Context: an optimization exercise on an open-source flow, tuned for small area, a short achievable clock period and few clock cycles. The choices shown serve that exercise and are no tape-out recipe. RTL that was checked went through simulation tests only; none was proved equivalent to the original. Power is estimated from default activity; no workload was simulated.

the previous run:
## mult_div_unit
module mult_div_unit #(
  parameter int DATA_W    = mult_div_unit_pkg::MD_DATA_W,
  parameter int DIV_STEPS = mult_div_unit_pkg::MD_DIV_STEPS
) (
  input  logic              clk,
  input  logic              rst,
  input  logic              flush,
  input  logic              en,
  input  logic [5:0]        funct,
  input  logic [DATA_W-1:0] operand_1,
  input  logic [DATA_W-1:0] operand_2,
  output logic              busy,
  output logic [DATA_W-1:0] hi,
  output logic [DATA_W-1:0] lo,
  output logic              done
);
clock: 10.0 ns
lec_check: 0
cap_margin: 20
core_margin: 2
core_utilization: 65
slew_margin: 20
standard.sh (not shown) runs the stock make flow with config.mk's settings and CLKGATE_MAP_FILE= SYNTH_SCRIPT=/design/flow/synth_recipe.tcl, a recipe that flattens the netlist after the stock synthesis.
==> flow/flow/run.sh <==
#!/bin/bash
# Standard synthesis, then the standard layout with faster port buffers and a tighter
# timing-repair target aimed at the worst paths.
set -euo pipefail
bash standard.sh synth > synth.log 2>&1
bash standard.sh SETUP_SLACK_MARGIN=5.4 TNS_END_PERCENT=10 "BUFFER_PORTS_ARGS=-buffer_cell sky130_fd_sc_hd__buf_2" finish > layout.log 2>&1
The previous run went all the way through synthesis, placement and routing and the layout is clean on timing, DRC and antenna.
For the current run, these inputs were changed with respect to the previous run:
Settings: CORE_UTILIZATION changed from 65 to 40.
Notes after the runs:
- The current run ended up with a higher routed length on met1 than the previous run did.
- The worst setup margin in the current run was higher than what the previous run gave.
- The previous run → the current run: total routed wirelength climbed 7.4%; setup fix buffers added after clock tree synthesis climbed 16.
No functional check of the RTL was part of any run of this note.

mult_div_unit, a different RTL version from the one above (not shown whole).
Size in the first run: ~200 flip-flops, roughly 140 I/O pins, roughly 27000 sq um of cells after synthesis.
==> flow/config.mk <==
export PLATFORM = sky130hd
export DESIGN_NAME = mult_div_unit
export DESIGN_NICKNAME = mult_div_unit
export VERILOG_FILES = /design/flow/design.v
export SDC_FILE = /design/flow/constraint.sdc
export NUM_CORES = 4
export LEC_CHECK = 0
export CAP_MARGIN = 20
export CORE_MARGIN = 2
export CORE_UTILIZATION = 40
export SLEW_MARGIN = 20
==> flow/constraint.sdc <==
create_clock -name core_clock -period 10.0 [get_ports {clk}]
set_input_delay 2.0000 -clock core_clock [delete_from_list [all_inputs] [get_ports {clk}]]
set_output_delay 2.0000 -clock core_clock [all_outputs]
set_load 0.01 [all_outputs]
==> flow/flow/run.sh <==
#!/bin/bash
# Standard synthesis, then the standard layout with faster port buffers and a tighter
# timing-repair target aimed at the worst paths.
set -euo pipefail
bash standard.sh synth > synth.log 2>&1
bash standard.sh SETUP_SLACK_MARGIN=5.6 TNS_END_PERCENT=30 "BUFFER_PORTS_ARGS=-buffer_cell sky130_fd_sc_hd__buf_2" finish > layout.log 2>&1
The baseline produced a clean layout.
Testbench counts at the start, summed over its fixed seeds: cycles 30,141.
Change:
==> flow/flow/run.sh (replaced) <==
#!/bin/bash
# Standard synthesis, then the standard layout with faster port buffers and a tighter
# timing-repair target aimed at the worst paths.
set -euo pipefail
bash standard.sh synth > synth.log 2>&1
bash standard.sh SETUP_SLACK_MARGIN=5.0 TNS_END_PERCENT=10 "BUFFER_PORTS_ARGS=-buffer_cell sky130_fd_sc_hd__buf_2" finish > layout.log 2>&1
Outcome: Register-to-register slack is worse by 0.23 ns; worst hold slack is worse by 0.0073 ns; first-iteration DRC count is lower by 2.9%; via count is lower by 1.7%; total power is lower by 12%; non-clock buffer count is lower by 75.
Change:
==> flow/flow/run.sh (replaced) <==
#!/bin/bash
# Standard synthesis, then the standard layout with faster port buffers and a tighter
# timing-repair target aimed at the worst paths.
set -euo pipefail
bash standard.sh synth > synth.log 2>&1
bash standard.sh SETUP_SLACK_MARGIN=5.4 TNS_END_PERCENT=10 "BUFFER_PORTS_ARGS=-buffer_cell sky130_fd_sc_hd__buf_2" finish > layout.log 2>&1
After rerunning: Utilization grows by 1.7 points; die area is unchanged; via count grows slightly; clock power shrinks by a few percent; worst setup slack is worse by 0.0093 ns; cell count grows slightly; global-route usage barely changes; clock skew grows by 0.0073 ns; count of clock-buffer cells in the layout shrinks by 2; design area grows by a few percent; hold slack barely changes.

mult_div_unit, a different RTL version from the one above (not shown whole).
For scale: about 220 flip-flops, ~140 I/O pins.
Settings: LEC_CHECK=0, CAP_MARGIN=20, CORE_MARGIN=2, CORE_UTILIZATION=40, SLEW_MARGIN=20; clock period 10.0 ns.
==> flow/flow/run.sh <==
#!/bin/bash
# Standard synthesis, then the standard layout with faster port buffers and a tighter
# timing-repair target aimed at the worst paths.
set -euo pipefail
bash standard.sh synth > synth.log 2>&1
bash standard.sh SETUP_SLACK_MARGIN=5.4 TNS_END_PERCENT=10 "BUFFER_PORTS_ARGS=-buffer_cell sky130_fd_sc_hd__buf_2" finish > layout.log 2>&1
The first run produced a clean layout.
Change:
==> flow/run.sh (new file) <==
#!/bin/bash
# synth_recipe.tcl (not shown) runs the flow's synth.tcl, then flattens the netlist and writes it again
# the make line also repeats each setting of config.mk as NAME=value (left out here)
make -C /OpenROAD-flow-scripts/flow DESIGN_CONFIG=/design/flow/config.mk WORK_HOME=/design/flow/orfs CLKGATE_MAP_FILE= SYNTH_SCRIPT=/design/flow/synth_recipe.tcl finish
--- a/flow/config.mk
+++ b/flow/config.mk
@@ -10,2 +10,3 @@
 export CORE_UTILIZATION = 40
+export SETUP_SLACK_MARGIN = 5
 export SLEW_MARGIN = 20
removed: flow/flow/run.sh
removed: flow/standard.sh
After rerunning:
- The new run ran to the end with no violations
- global-route usage grows by 1.3 points
- sequential share of layout area fell by 1.5 points
- hold slack improves by 12 ps
- synthesized cell count stays the same
- total power grows by a quarter to a third
- worst setup slack got worse by 53 ps
- non-clock buffer count rose by 72
- wire length rises by a few percent
- core utilization rises by 4.1 points
- cell count grows slightly
- final area is higher by a little under a tenth
Function was not checked in any run of this note: the RTL went through the layout flow alone.

== run 1 ==
Another version of the RTL of mult_div_unit (not shown whole).
Size: ~3300 cells after synthesis, about 190 flip-flops, ~25000 um^2 of cells after synthesis.
clock: 10.0 ns
lec_check: 0
cap_margin: 20
core_margin: 2
core_utilization: 40
slew_margin: 20
==> flow/flow/run.sh <==
#!/bin/bash
# Standard synthesis, then the standard layout with faster port buffers and a tighter
# timing-repair target aimed at the worst paths.
set -euo pipefail
bash standard.sh synth > synth.log 2>&1
bash standard.sh SETUP_SLACK_MARGIN=5.4 TNS_END_PERCENT=10 "BUFFER_PORTS_ARGS=-buffer_cell sky130_fd_sc_hd__buf_2" finish > layout.log 2>&1
Testbench counts of run 1, summed over its fixed seeds: cycles 31,046.
Input-level comparison between run 2 and run 1:
# run 1
export LEC_CHECK = 0
export CAP_MARGIN = 20
export CORE_MARGIN = 2
export CORE_UTILIZATION = 40
export SLEW_MARGIN = 20
create_clock -name core_clock -period 10.0 [get_ports {clk}]
# run 2
export LEC_CHECK = 0
export CAP_MARGIN = 20
export CORE_MARGIN = 2
export CORE_UTILIZATION = 50
export SLEW_MARGIN = 20
create_clock -name core_clock -period 10.0 [get_ports {clk}]
==> run summary <==
The worst setup path startpoint comes out clz_b_q[0]$_SDFFCE_PP0P_ in one run and sel_q[1]$_DFFE_PP_ in the other, namely in run 2 and run 1 respectively. Total setup buffers inserted after CTS ended up 8 higher on run 2 than on run 1. Run 2 ended up with acc_q[39]$_DFFE_PP_ as its end point of the critical path; run 1 ended up with acc_q[50]$_DFFE_PP_. Across run 1 and run 2, none had a timing, DRC or antenna violation. Looking only at met2 wire length, and setting everything else aside, the lower value of run 1 and run 2 goes to run 1. Higher final worst-path cycle share goes to run 2 over run 1. Cmp run 2 vs run 1: combinational power share higher in run 2.
The following lists how run 3 was set up differently from run 2:
# run 2
export LEC_CHECK = 0
export CAP_MARGIN = 20
export CORE_MARGIN = 2
export CORE_UTILIZATION = 50
export SLEW_MARGIN = 20
create_clock -name core_clock -period 10.0 [get_ports {clk}]
# run 3
export LEC_CHECK = 0
export CAP_MARGIN = 20
export CORE_MARGIN = 2
export CORE_UTILIZATION = 40
export SLEW_MARGIN = 20
create_clock -name core_clock -period 10.0 [get_ports {clk}]
-- flow/flow/run.sh --
<<< run 2, line 6
bash standard.sh SETUP_SLACK_MARGIN=5.4 TNS_END_PERCENT=10 "BUFFER_PORTS_ARGS=-buffer_cell sky130_fd_sc_hd__buf_2" finish > layout.log 2>&1
>>> run 3, line 6
bash standard.sh SETUP_SLACK_MARGIN=5.5 TNS_END_PERCENT=5 "BUFFER_PORTS_ARGS=-buffer_cell sky130_fd_sc_hd__buf_2" finish > layout.log 2>&1
==> run summary <==
- Run 3 | stages: all done | timing, DRC, antenna: all pass
- Comparing the two runs side by side, run 3 comes out ahead of run 2 on routed wire length.
- Looking at sequential share of layout area across run 2 and run 3, the one that comes out lower is run 3.
- Fmax delta (run 3 -> run 2): insignificant
- Run 2 → run 3: worst-case clock skew went up; power dissipated by switching net loads now sits lower; global-route wire length before repair moved down; initial antenna violation count decreased 4.
- Comparing run 2 and run 3, the lower detailed route wirelength on metal3 was measured on run 3.
- Higher share of total power in the clock network was reported by run 2, not run 3.
- Compared with run 2, in run 3 required time reported for the critical path endpoint stayed essentially flat, relative area change from synthesis to final layout rose by 2.9 points.

mult_div_unit, a different RTL version from the one above (not shown whole).
For scale: roughly 3100 cells after synthesis, roughly 140 I/O pins, roughly 0.025 mm² of cells after synthesis.
Design mult_div_unit, start of the top module:
module mult_div_unit #(
  parameter int DATA_W    = mult_div_unit_pkg::MD_DATA_W,
  parameter int DIV_STEPS = mult_div_unit_pkg::MD_DIV_STEPS
) (
  input  logic              clk,
  input  logic              rst,
  input  logic              flush,
  input  logic              en,
  input  logic [5:0]        funct,
  input  logic [DATA_W-1:0] operand_1,
  input  logic [DATA_W-1:0] operand_2,
  output logic              busy,
  output logic [DATA_W-1:0] hi,
  output logic [DATA_W-1:0] lo,
  output logic              done
);
  mult_div_unit_pkg::md_state_e state;
  logic        last_q;       
  logic [4:0]  cnt_q;        
  logic [5:0]  sel_q;        
  logic        neg_quot_q;
  logic        neg_rem_q;
  logic [31:0] hi_q;
  logic [31:0] lo_q;
  logic [32:0] a_q;          
  logic [32:0] b_q;          
  logic [63:0] acc_q;        
  logic        start, start_mul, start_signed;
  logic [32:0] op1_x, op2_x;
  logic        op2_zero;
  logic [4:0]  k1, k2;
  logic [4:0]  win1, win2;
  logic        swap;
  logic [4:0]  win_init;
  logic [5:0]  sel_init;
  function automatic logic [9:0] md_chunks(input logic [32:0] x);
    logic [31:0] d;
    logic [8:1]  f;
    logic [36:0] e;
    logic [4:0]  k;
    logic [4:0]  w;
    d = x[31:0] ^ {32{x[32]}};
    for (int i = 1; i <= 8; i++) f[i] = (d >> (4*i-1)) == 32'd0;
    e = {{3{x[32]}}, x, 1'b0};
    k = 5'd8;
    w = e[36:32];
    for (int i = 8; i >= 1; i--) if (f[i]) k = 5'(i - 1);
    for (int j = 0; j < 8; j++) if (f[j+1] && (j == 0 || !f[j])) w = e[4*j +: 5];
    md_chunks = {k, w};
  endfunction
  always_comb begin
    start        = en && !flush && (state == mult_div_unit_pkg::MD_IDLE) && mult_div_unit_pkg::md_is_long_op(funct);
    start_mul    = !funct[1];
    start_signed = !funct[0];
    op1_x        = {start_signed & operand_1[31], operand_1};
    op2_x        = {start_signed & operand_2[31], operand_2};
    op2_zero     = (operand_2 == 32'd0);
    {k1, win1}   = md_chunks(op1_x);
    {k2, win2}   = md_chunks(op2_x);
    swap         = start_mul && (k1 < k2);
    win_init     = swap ? win1 : win2;
  end
  mult_div_unit_booth_dec u_dec_i0 (.w(win_init[2:0]), .sel(sel_init[2:0]));
  ...
clock: 10.0 ns
lec_check: 0
cap_margin: 20
core_margin: 2
core_utilization: 40
setup_slack_margin: 5
slew_margin: 20
run.sh (not shown) runs the stock make flow with config.mk's settings and CLKGATE_MAP_FILE= SYNTH_SCRIPT=/design/flow/synth_recipe.tcl, a recipe that flattens the netlist after the stock synthesis.
Stock flow here: none of the scripts above is used.
The baseline finished clean.
==> next run, changes <==
==> flow/flow/run.sh (new file) <==
#!/bin/bash
# Standard synthesis, then the standard layout with a tighter timing-repair target.
set -euo pipefail
bash standard.sh synth > synth.log 2>&1
bash standard.sh SETUP_SLACK_MARGIN=6.0 finish > layout.log 2>&1
==> flow/standard.sh (new file) <==
#!/bin/bash
# synth_recipe.tcl (not shown) runs the flow's synth.tcl, then flattens the netlist and writes it again
# the make line also repeats each setting of config.mk as NAME=value (left out here)
make -C /OpenROAD-flow-scripts/flow DESIGN_CONFIG=/design/flow/config.mk WORK_HOME=/design/flow/orfs CLKGATE_MAP_FILE= SYNTH_SCRIPT=/design/flow/synth_recipe.tcl "${@:-finish}"
SETUP_SLACK_MARGIN = unset   (was 5)
removed: flow/run.sh
After rerunning: Via count increases by 3.8%. Die area is unchanged. Cell area increases by 14%. Setup slack degrades by 10 ps. Maximum frequency is about the same. Cell count increases by 3.4%. Synthesized area is unchanged.
==> next run, changes <==
==> flow/flow/run.sh (replaced) <==
#!/bin/bash
# Standard synthesis, then the standard layout with a tighter timing-repair target.
set -euo pipefail
bash standard.sh synth > synth.log 2>&1
bash standard.sh SETUP_SLACK_MARGIN=5.5 finish > layout.log 2>&1
The changed run completed with no timing, DRC or antenna violations.
Area after synthesis stays the same.
Utilization came out lower by 2.8 points.
Clock-buffer cell count decreases by 7.
Cell count drops slightly.
Setup slack degrades by 44 ps.
No functional check of the RTL was part of any run of this note.

mult_div_unit, a different RTL version from the one above (not shown whole).
For scale: about 140 I/O pins.
==> flow/config.mk <==
export PLATFORM = sky130hd
export DESIGN_NAME = mult_div_unit
export DESIGN_NICKNAME = mult_div_unit
export VERILOG_FILES = /design/flow/design.v
export SDC_FILE = /design/flow/constraint.sdc
export NUM_CORES = 4
export LEC_CHECK = 0
export CAP_MARGIN = 20
export CORE_MARGIN = 2
export CORE_UTILIZATION = 40
export SLEW_MARGIN = 20
==> flow/constraint.sdc <==
create_clock -name core_clock -period 10.0 [get_ports {clk}]
set_input_delay 2.0000 -clock core_clock [delete_from_list [all_inputs] [get_ports {clk}]]
set_output_delay 2.0000 -clock core_clock [all_outputs]
set_load 0.01 [all_outputs]
standard.sh (not shown) runs the stock make flow with config.mk's settings and CLKGATE_MAP_FILE= SYNTH_SCRIPT=/design/flow/synth_recipe.tcl, a recipe that flattens the netlist after the stock synthesis.
==> flow/flow/run.sh <==
#!/bin/bash
# Standard synthesis, then the standard layout with faster port buffers and a tighter
# timing-repair target aimed at the worst paths.
set -euo pipefail
bash standard.sh synth > synth.log 2>&1
bash standard.sh SETUP_SLACK_MARGIN=5.4 TNS_END_PERCENT=10 "BUFFER_PORTS_ARGS=-buffer_cell sky130_fd_sc_hd__buf_2" finish > layout.log 2>&1
Next try:
--- a/flow/flow/run.sh
+++ b/flow/flow/run.sh
@@ -6 +6 @@
-bash standard.sh SETUP_SLACK_MARGIN=5.4 TNS_END_PERCENT=10 "BUFFER_PORTS_ARGS=-buffer_cell sky130_fd_sc_hd__buf_2" finish > layout.log 2>&1
+bash standard.sh SETUP_SLACK_MARGIN=5.2 TNS_END_PERCENT=100 "BUFFER_PORTS_ARGS=-buffer_cell sky130_fd_sc_hd__buf_2" finish > layout.log 2>&1
Effect:
- fmax is lower by a few percent
- critical path depth is higher by 2
- sequential share of layout area is higher by 0.13 points
- combinational power is lower slightly
- power is lower slightly
- non-clock buffer count is lower by 36
- synthesized area is unchanged
Next try:
==> flow/run.sh (new file) <==
#!/bin/bash
# synth_recipe.tcl (not shown) runs the flow's synth.tcl, then flattens the netlist and writes it again
# the make line also repeats each setting of config.mk as NAME=value (left out here)
make -C /OpenROAD-flow-scripts/flow DESIGN_CONFIG=/design/flow/config.mk WORK_HOME=/design/flow/orfs CLKGATE_MAP_FILE= SYNTH_SCRIPT=/design/flow/synth_recipe.tcl finish
--- a/flow/config.mk
+++ b/flow/config.mk
@@ -10,0 +11 @@
+export SETUP_SLACK_MARGIN = 5
@@ -11,0 +13 @@
+export TNS_END_PERCENT = 10
removed: flow/flow/run.sh
removed: flow/standard.sh
Combinational power drops by a few percent.
Cell count drops slightly.
Maximum frequency drops slightly.
Sequential power stays flat.
Power drops by a few percent.
Function was not checked in any run of this note: the RTL went through the layout flow alone.

port drivers added, routing unchanged:
How much do the figures lean on ideal ports? The routed layouts below were timed once more, with nothing changed but the port constraints. Step 1 assumes that a clkbuf_16 drives the clock port and a buf_2 every other input. Step 2, shift: input delay + t, output delay - t, t = (earliest + latest rising clock arrival at the registers) / 2. This alone moves slack from input paths to output paths. Slacks: ideal / step 1 / step 2; pairs: ideal / step 1.
run | shift t [ns] | setup WS [ns] | hold WS [ns]
the previous run | 0.544 | 3.979 / 3.979 / 3.872 | 0.502 / 0.502 / 0.502
the current run | 0.589 | 4.152 / 4.152 / 3.745 | 0.497 / 0.497 / 0.497
the first run of note 2 | 0.591 | 4.627 / 4.631 / 4.041 | 0.465 / 0.465 / 0.465
the second run of note 2 | 0.594 | 4.637 / 4.670 / 4.076 | 0.458 / 0.458 / 0.458
the third run of note 2 | 0.588 | 4.628 / 4.641 / 4.053 | 0.458 / 0.458 / 0.458
the first run of note 3 | 0.693 | 4.333 / 4.333 / 3.848 | 0.455 / 0.455 / 0.455
the second run of note 3 | 0.695 | 4.280 / 4.280 / 4.280 | 0.467 / 0.467 / 0.467
run 1 | 0.591 | 5.075 / 5.075 / 4.655 | 0.456 / 0.456 / 0.456
run 2 | 0.587 | 5.005 / 5.005 / 4.571 | 0.461 / 0.461 / 0.461
run 3 | 0.597 | 5.015 / 5.015 / 4.817 | 0.493 / 0.493 / 0.493
the first run of note 5 | 0.649 | 4.837 / 4.837 / 4.234 | 0.494 / 0.494 / 0.494
the second run of note 5 | 0.675 | 4.826 / 4.826 / 4.353 | 0.498 / 0.498 / 0.498
the third run of note 5 | 0.673 | 4.783 / 4.783 / 4.321 | 0.491 / 0.491 / 0.491
the first run of note 6 | 0.579 | 5.085 / 5.085 / 4.859 | 0.457 / 0.457 / 0.457
the second run of note 6 | 0.574 | 4.920 / 4.920 / 4.684 | 0.473 / 0.473 / 0.473
the third run of note 6 | 0.593 | 4.867 / 4.867 / 4.435 | 0.467 / 0.467 / 0.467
After both steps setup and hold are still met in every run listed. The setup slack of the first run of note 5, which loses most, moves by 0.000 ns with the drivers and by -0.603 ns with both steps.
